Context: an optimization exercise on an open-source flow, tuned for small area, a short achievable clock period and few clock cycles. The choices shown serve that exercise and are no tape-out recipe.
Power and IR drop assume default switching activity.

==> flow/design.v <==
package ise_pkg;
   typedef struct packed {
      logic insert;    
      logic close;     
   } cell_ctrl_type;
   localparam logic [1:0] ST_EMPTY = 2'b00;
   localparam logic [1:0] ST_OPEN  = 2'b01;
endpackage
module ise_cell #(
   parameter int VALUE_WIDTH = 16
) (
   input  logic                          clock,
   input  logic                          reset,
   input  ise_pkg::cell_ctrl_type        ctrl,
   input  logic signed [VALUE_WIDTH-1:0] new_value,
   input  logic                          new_par,
   input  logic                          new_c,
   input  logic signed [VALUE_WIDTH-1:0] next_value,
   input  logic signed [VALUE_WIDTH-1:0] right_value,
   input  logic [1:0]                    right_state,
   input  logic                          right_c,
   input  logic                          right_stay,
   output logic signed [VALUE_WIDTH-1:0] value,
   output logic [1:0]                    state,
   output logic                          c,
   output logic                          stay,
   output logic [1:0]                    state_next
);
   function automatic logic greater(input logic [VALUE_WIDTH-1:0] a, input logic [VALUE_WIDTH-1:0] b);
      logic [VALUE_WIDTH-1:0] g, e;    
      g = {~a[VALUE_WIDTH-1] & b[VALUE_WIDTH-1], a[VALUE_WIDTH-2:0] & ~b[VALUE_WIDTH-2:0]};
      e = {~a[VALUE_WIDTH-1] | b[VALUE_WIDTH-1], a[VALUE_WIDTH-2:0] | ~b[VALUE_WIDTH-2:0]};
      for (int w = 1; w < VALUE_WIDTH; w = w * 2) begin
         for (int k = 0; k + w < VALUE_WIDTH; k = k + 2 * w) begin
            g[k] = g[k + w] | (e[k + w] & g[k]);
            e[k] = e[k + w] & e[k];
         end
      end
      greater = g[0];
   endfunction
   logic signed [VALUE_WIDTH-1:0] value_ff, value_in;
   logic [1:0]                    state_ff, state_src, state_in;
   logic                          g_ff, g_in;
   logic take_self, take_new, take_right;
   assign stay  = state_ff == ise_pkg::ST_OPEN && (!ctrl.insert || g_ff);
   assign c     = greater(value_ff, next_value);
   assign value = value_ff;
   assign state = state_ff;
   assign state_next = state_in;
   assign take_self  = stay;
   assign take_new   = !stay && right_stay;
   assign take_right = !stay && !right_stay;
   always_comb begin
      value_in  = ({VALUE_WIDTH{take_self}}  & value_ff)
                | ({VALUE_WIDTH{take_new}}   & new_value)
                | ({VALUE_WIDTH{take_right}} & right_value);
      state_src = ({2{take_self}}  & state_ff)
                | ({2{take_new}}   & (ctrl.insert ? ise_pkg::ST_OPEN : ise_pkg::ST_EMPTY))
                | ({2{take_right}} & right_state);
      g_in      = (take_self & c) | (take_new & new_c) | (take_right & right_c);
      state_in  = (ctrl.close && state_src == ise_pkg::ST_OPEN) ? {1'b1, new_par} : state_src;
   end
   always_ff @(posedge clock) begin
      value_ff <= value_in;
      g_ff     <= g_in;
      if (reset) begin
         state_ff <= ise_pkg::ST_EMPTY;
      end else begin
         state_ff <= state_in;
      end
   end
endmodule
module insertion_sort_engine #(
   parameter int DEPTH       = 32,
   parameter int VALUE_WIDTH = 16
) (
   input  logic                          clock,
   input  logic                          reset,
   input  logic                          start,
   output logic                          busy,
   input  logic signed [VALUE_WIDTH-1:0] req_value,
   input  logic                          req_last,
   output logic                          rsp_strobe,
   output logic signed [VALUE_WIDTH-1:0] rsp_value_res,
   output logic                          rsp_last_res,
   output logic                          rsp_dropped
);
   logic signed [VALUE_WIDTH-1:0] value_w [DEPTH];
   logic [1:0]                    state_w [DEPTH];
   logic [1:0]                    state_next_w [DEPTH];
   logic [DEPTH-1:0]              c_w;
   logic [DEPTH-1:0]              stay_w;
   logic                          rx_valid_ff;
   logic signed [VALUE_WIDTH-1:0] rx_value_ff;
   logic                          rx_last_ff;
   logic                          nx_valid_ff;
   logic signed [VALUE_WIDTH-1:0] nx_value_ff;
   logic                          nx_last_ff;
   logic                          in_valid_ff;
   logic signed [VALUE_WIDTH-1:0] in_value_ff;
   logic          insert_ff;                 
   logic          close_ff;                  
   logic [$clog2(DEPTH+1)-1:0] count_ff;     
   logic          full;
   logic          full_next;
   logic          par_ff;                    
   logic          ovf_open_ff;               
   logic          ovf_head_ff;               
   logic          new_c_ff;                  
   logic          head_out_ff;               
   logic          head_last_ff;              
   ise_pkg::cell_ctrl_type ctrl;
   assign full      = count_ff == DEPTH;
   assign full_next = !ctrl.close && (full || (count_ff == DEPTH - 1 && ctrl.insert));
   assign ctrl.insert = insert_ff;
   assign ctrl.close  = close_ff;
   function automatic logic greater(input logic [VALUE_WIDTH-1:0] a, input logic [VALUE_WIDTH-1:0] b);
      logic [VALUE_WIDTH-1:0] g, e;
      g = {~a[VALUE_WIDTH-1] & b[VALUE_WIDTH-1], a[VALUE_WIDTH-2:0] & ~b[VALUE_WIDTH-2:0]};
      e = {~a[VALUE_WIDTH-1] | b[VALUE_WIDTH-1], a[VALUE_WIDTH-2:0] | ~b[VALUE_WIDTH-2:0]};
      for (int w = 1; w < VALUE_WIDTH; w = w * 2) begin
         for (int k = 0; k + w < VALUE_WIDTH; k = k + 2 * w) begin
            g[k] = g[k + w] | (e[k + w] & g[k]);
            e[k] = e[k + w] & e[k];
         end
      end
      greater = g[0];
   endfunction
   for (genvar i = 0; i < DEPTH; i++) begin : g_cell
      logic signed [VALUE_WIDTH-1:0] right_value;
      logic [1:0]                    right_state;
      logic                          right_c;
      logic                          right_stay;
      if (i == DEPTH - 1) begin : g_tail
         assign right_value = '0;
         assign right_state = ise_pkg::ST_EMPTY;
         assign right_c     = 1'b0;
         assign right_stay  = 1'b1;
      end else begin : g_inner
         assign right_value = value_w[i+1];
         assign right_state = state_w[i+1];
         assign right_c     = c_w[i+1];
         assign right_stay  = stay_w[i+1];
      end
      ise_cell #(
         .VALUE_WIDTH (VALUE_WIDTH)
      ) u_cell (
         .clock       (clock),
         .reset       (reset),
         .ctrl        (ctrl),
         .new_value   (in_value_ff),
         .new_par     (par_ff),
         .new_c       (new_c_ff),
         .next_value  (nx_value_ff),
         .right_value (right_value),
         .right_state (right_state),
         .right_c     (right_c),
         .right_stay  (right_stay),
         .value       (value_w[i]),
         .state       (state_w[i]),
         .c           (c_w[i]),
         .stay        (stay_w[i]),
         .state_next  (state_next_w[i])
      );
   end
   always_ff @(posedge clock) begin
      rx_value_ff  <= req_value;
      rx_last_ff   <= req_last;
      nx_value_ff  <= rx_value_ff;
      nx_last_ff   <= rx_last_ff;
      in_value_ff  <= nx_value_ff;
      new_c_ff     <= greater(nx_value_ff, rx_value_ff);
      head_last_ff <= state_next_w[1] != state_next_w[0];
      if (reset) begin
         rx_valid_ff <= 1'b0;
         nx_valid_ff <= 1'b0;
         in_valid_ff <= 1'b0;
         insert_ff   <= 1'b0;
         close_ff    <= 1'b0;
         count_ff    <= '0;
         head_out_ff <= 1'b0;
         par_ff      <= 1'b0;
         ovf_open_ff <= 1'b0;
         ovf_head_ff <= 1'b0;
      end else begin
         rx_valid_ff <= start;
         nx_valid_ff <= rx_valid_ff;
         in_valid_ff <= nx_valid_ff;
         insert_ff   <= nx_valid_ff && !full_next;
         close_ff    <= nx_valid_ff && nx_last_ff;
         head_out_ff <= state_next_w[0][1];
         if (ctrl.close) begin
            count_ff <= '0;
         end else if (ctrl.insert) begin
            count_ff <= count_ff + 1'b1;
         end
         if (ctrl.close) begin
            par_ff      <= !par_ff;
            ovf_open_ff <= 1'b0;
         end else if (in_valid_ff && full) begin
            ovf_open_ff <= 1'b1;
         end
         if (ctrl.close && (ovf_open_ff || full)) begin
            ovf_head_ff <= 1'b1;
         end else if (head_out_ff && head_last_ff) begin
            ovf_head_ff <= 1'b0;
         end
      end
   end
   assign busy          = 1'b0;
   assign rsp_strobe    = head_out_ff;
   assign rsp_value_res = value_w[0];
   assign rsp_last_res  = head_last_ff;
   assign rsp_dropped   = ovf_head_ff;
endmodule
Settings: LEC_CHECK=0, CAP_MARGIN=20, CORE_MARGIN=2, CORE_UTILIZATION=60, CTS_BUF_LIST=sky130_fd_sc_hd__clkbuf_16, CTS_CLUSTER_DIAMETER=80, CTS_CLUSTER_SIZE=24, SETUP_SLACK_MARGIN=2.3, SLEW_MARGIN=20; clock period 4.5 ns.
run.sh (not shown) runs the stock make flow with config.mk's settings and CLKGATE_MAP_FILE= SYNTH_SCRIPT=/design/flow/synth_recipe.tcl, a recipe that flattens the netlist after the stock synthesis.
==> next run, changes <==
--- a/flow/design.v
+++ b/flow/design.v
@@ -8,5 +8,6 @@
 endpackage
 module ise_cell #(
-   parameter int VALUE_WIDTH = 16
+   parameter int VALUE_WIDTH = 16,
+   parameter bit INVERTED    = 1'b0    
 ) (
    input  logic                          clock,
@@ -17,9 +18,9 @@
    input  logic                          new_c,
    input  logic signed [VALUE_WIDTH-1:0] next_value,
-   input  logic signed [VALUE_WIDTH-1:0] right_value,
+   input  logic signed [VALUE_WIDTH-1:0] right_value,    
    input  logic [1:0]                    right_state,
    input  logic                          right_c,
    input  logic                          right_stay,
-   output logic signed [VALUE_WIDTH-1:0] value,
+   output logic signed [VALUE_WIDTH-1:0] value,          
    output logic [1:0]                    state,
    output logic                          c,
@@ -44,5 +45,5 @@
    logic take_self, take_new, take_right;
    assign stay  = state_ff == ise_pkg::ST_OPEN && (!ctrl.insert || g_ff);
-   assign c     = greater(value_ff, next_value);
+   assign c     = greater(value_ff ^ {VALUE_WIDTH{INVERTED}}, next_value);
    assign value = value_ff;
    assign state = state_ff;
@@ -53,6 +54,6 @@
    always_comb begin
       value_in  = ({VALUE_WIDTH{take_self}}  & value_ff)
-                | ({VALUE_WIDTH{take_new}}   & new_value)
-                | ({VALUE_WIDTH{take_right}} & right_value);
+                | ({VALUE_WIDTH{take_new}}   & (new_value ^ {VALUE_WIDTH{INVERTED}}))
+                | ({VALUE_WIDTH{take_right}} & ~right_value);
       state_src = ({2{take_self}}  & state_ff)
                 | ({2{take_new}}   & (ctrl.insert ? ise_pkg::ST_OPEN : ise_pkg::ST_EMPTY))
@@ -96,4 +97,5 @@
    logic                          nx_valid_ff;
    logic signed [VALUE_WIDTH-1:0] nx_value_ff;
+   logic signed [VALUE_WIDTH-1:0] nx_value_n_ff;    
    logic                          nx_last_ff;
    logic                          in_valid_ff;
@@ -101,5 +103,5 @@
    logic          insert_ff;                 
    logic          close_ff;                  
-   logic [$clog2(DEPTH+1)-1:0] count_ff;     
+   logic [5:0]    count_ff;                  
    logic          full;
    logic          full_next;
@@ -133,5 +135,5 @@
       logic                          right_stay;
       if (i == DEPTH - 1) begin : g_tail
-         assign right_value = '0;
+         assign right_value = '0;    
          assign right_state = ise_pkg::ST_EMPTY;
          assign right_c     = 1'b0;
@@ -144,5 +146,6 @@
       end
       ise_cell #(
-         .VALUE_WIDTH (VALUE_WIDTH)
+         .VALUE_WIDTH (VALUE_WIDTH),
+         .INVERTED    (i % 2 == 1)
       ) u_cell (
          .clock       (clock),
@@ -152,5 +155,5 @@
          .new_par     (par_ff),
          .new_c       (new_c_ff),
-         .next_value  (nx_value_ff),
+         .next_value  (i < DEPTH / 2 ? nx_value_ff : ~nx_value_n_ff),
          .right_value (right_value),
          .right_state (right_state),
@@ -168,4 +171,5 @@
       rx_last_ff   <= req_last;
       nx_value_ff  <= rx_value_ff;
+      nx_value_n_ff <= ~rx_value_ff;
       nx_last_ff   <= rx_last_ff;
       in_value_ff  <= nx_value_ff;
=>
- total power rose by a few percent
- die area fell slightly
- global-route usage fell by 7.2 points
- hold slack degrades by 0.0032 ns
- routed wire length fell by about a fifth
- design area fell slightly
- synthesized cell count rose by roughly a tenth
- maximum frequency fell by a few percent
No run of this note included a check of the RTL's function; only the layout flow was run.

==> separate check: timing with driven ports <==
No port has a modelled driver above. Below, the same layouts with a new extraction and two added sets of constraints.
Step 1 (the two cells are an assumption about what drives the block):
set clk [get_ports {clock}]
set_driving_cell -lib_cell sky130_fd_sc_hd__clkbuf_16 $clk
set_driving_cell -lib_cell sky130_fd_sc_hd__buf_2 [delete_from_list [all_inputs] $clk]
Step 2 adds t to the input delays and takes it off the output delays; t is the mean of the earliest and latest rising clock arrival at the registers after step 1. Input paths then give back, and output paths get back, about the clock's delay inside the block.
Three values: ideal, step 1, step 2; two values: the first two.
run | shift t [ns] | setup slack, ns | slew at the worst register clock pin (ns)
the first run | 0.651 | 2.263 / 2.257 / 2.261 | 0.10 / 0.10
the second run | 0.661 | 2.209 / 2.209 / 2.152 | 0.10 / 0.10
After both steps every run listed still meets setup and hold. The setup slack of the second run, which loses most, moves by 0.000 ns with the drivers and by -0.057 ns with both steps.
